Source: an optimization exercise on an open RTL-to-GDS flow (aim: small area, a short achievable clock period and few clock cycles). Production flows keep margins and buffers that such runs may drop. Only simulation tests tie the RTL to the original design; equivalence was not proved. Power and IR drop assume default switching activity.

maple:
## core_top
module core_top
(
	input  wire     clk,
	input  wire     i_rst_n,
	output core_pkg::word_t   o_i_addr,
	input  core_pkg::word_t   i_i_inst,
	output logic    o_d_we,
	output core_pkg::word_t   o_d_addr,
	output core_pkg::word_t   o_d_wdata,
	input  core_pkg::word_t   i_d_rdata,
	output core_pkg::status_t o_status,
	output logic    o_status_valid
);
	logic [31:0] pc_f;           
	logic        started;        
	logic        halted;
	logic        halt_eof;       
	logic        st_v;           
	logic [1:0]  st;
	logic        e_valid;
	logic [31:0] e_a;            
	logic [31:0] e_b;            
	logic        e_ci;           
	logic [31:0] e_x;            
	logic        e_tgt_bad;      
	logic [7:0]  e_eqg;          
	logic [4:0]  e_rd;
	logic        e_wr;
	logic        e_rtype;
	logic        e_ovf_chk;      
	logic        e_mem;          
	logic        e_sum, e_and, e_or, e_xor, e_slt, e_lw, e_sw, e_br, e_bne;
	logic [31:0] sum, result, wdata;
	logic [32:0] carry;
	logic        ovf, mem_bad, lt, eq, br_cond, redirect, e_ovf;
	logic [31:0] ab_p, ab_t;
	add32_ks u_add (
		.i_a  (e_a),
		.i_b  (e_b),
		.i_ci (e_ci),
		.o_s  (sum),
		.o_c  (carry)
	);
	assign ovf = (e_a[31] == e_b[31]) && (sum[31] != e_a[31]);
	assign lt  = sum[31] ^ ovf;
	logic x_zero, x_ones;
	assign ab_p   = e_a ^ e_b;
	assign ab_t   = e_a | e_b;
	assign x_zero = !ab_p[8] && (ab_p[31:9] == ab_t[30:8]);
	assign x_ones = &ab_p[31:8];
	assign mem_bad = !((x_zero && !carry[8]) || (x_ones && carry[8]));
	assign eq      = &e_eqg;
	assign br_cond = eq ^ e_bne;
	assign redirect = e_valid && e_br && br_cond && !e_tgt_bad;
	assign e_ovf = (e_ovf_chk && ovf) || (e_mem && mem_bad) || (e_br && br_cond && e_tgt_bad);
	assign result = ({32{e_sum}} & sum) | ({32{e_and}} & (e_a & e_b)) |
  ...
Settings: LEC_CHECK=0, CAP_MARGIN=20, CELL_PAD_IN_SITES_DETAIL_PLACEMENT=1, CELL_PAD_IN_SITES_GLOBAL_PLACEMENT=1, CORE_MARGIN=2, CORE_UTILIZATION=55, CTS_CLUSTER_DIAMETER=80, CTS_CLUSTER_SIZE=20, PLACE_DENSITY=0.65, SLEW_MARGIN=20; clock period 12.0 ns.
standard.sh (not shown) runs the stock make flow with config.mk's settings and CLKGATE_MAP_FILE= SYNTH_SCRIPT=/design/flow/synth_recipe.tcl, a recipe that flattens the netlist after the stock synthesis.
==> flow/flow/run.sh <==
#!/bin/bash
# Own flow: the standard layout (standard.sh, unchanged synthesis) with a
# larger setup margin for the resizer's timing repair, so that repair works
# towards a shorter period than the design's clock, and ports buffered with
# a plain buffer cell. The clock, the SDC and every other setting are the standard flow's.
# make's output goes to standard.log here; ORFS keeps each step's log under
# orfs/logs.
set -euo pipefail
cd "$(dirname "$0")/.."
export SETUP_SLACK_MARGIN="$(cat flow/margin.txt)"
export BUFFER_PORTS_ARGS="-buffer_cell sky130_fd_sc_hd__buf_2"
bash standard.sh > standard.log 2>&1
==> flow/flow/margin.txt <==
7.0
Having completed the whole flow, maple delivered a layout that passed the timing, DRC and antenna checks.
Testbench counts of maple, summed over its fixed seeds: cycles 18,611.
Setup changes, maple to delta
- CORE_UTILIZATION: 55 -> 50
- PLACE_DENSITY: 0.65 -> 0.6
==> flow/flow/margin.txt <==
6.9
In delta, share of the clock period used by the worst path after layout is lower than in maple. Count of H-tree levels built during CTS: delta vs maple identical. maple → delta: number of global-route vias before repair fell by 2.4%, smallest setup slack after layout now sits higher. delta against maple: clock tree cell share of total cell area roughly the same; global placer's final weighted congestion decreased by about 1.5% relative to the old numbers; global-route wire length before repair rose by 5.2 mm. Number of placed cells counting well taps of delta exceeds that of maple by a few percent. Route | delta vs maple | wire longer in delta.
Input changes introduced in umber (baseline for comparison: delta):
- removing CTS_CLUSTER_DIAMETER (formerly 80)
- setting CTS_BUF_LIST to sky130_fd_sc_hd__clkbuf_8 for the first time
- changing PLACE_DENSITY from 0.6 to 0.5
- removing CTS_CLUSTER_SIZE (formerly 20)
- changing CORE_UTILIZATION from 50 to 30
==> flow/flow/margin.txt <==
7.5
## What came out
When umber is measured against delta, its wire length turns out about 14% higher. The lower maximum frequency came out of umber. As of umber, first-pass GRT wire length had risen by more than 10% compared to delta. Of umber and delta, umber shows the higher switching share of power, with delta below it. umber vs delta: cell count up. delta → umber: final critical-path required period now larger, final setup slack of the worst path now smaller, area growth from synthesis to final layout now larger. Total number of placement rows ends up lower on delta.

[what the ideal ports hide]
Ports are ideal in the flow. The routed layouts listed here were re-timed in OpenROAD. Step 1 assumes that a clkbuf_16 drives the clock port and a buf_2 every other input. Step 2 times the ports against the registers' clock, not the clock port: input delays grow and output delays shrink by t, the midpoint of the rising clock arrivals with the driver on. a / b / c = no drivers / after step 1 / after step 2; a / b = the first two.
| run | shift t [ns] | setup WS [ns] | slew at the worst register clock pin (ns) |
|---|---|---|---|
| maple | 0.777 | 6.616 / 6.538 / 6.058 | 0.10 / 0.10 |
| delta | 0.803 | 6.724 / 6.641 / 5.922 | 0.09 / 0.09 |
| umber | 1.096 | 6.247 / 6.159 / 6.355 | 0.08 / 0.08 |
After both steps every run listed still meets setup and hold. The setup slack of delta, which loses most, moves by -0.083 ns with the drivers and by -0.802 ns with both steps.
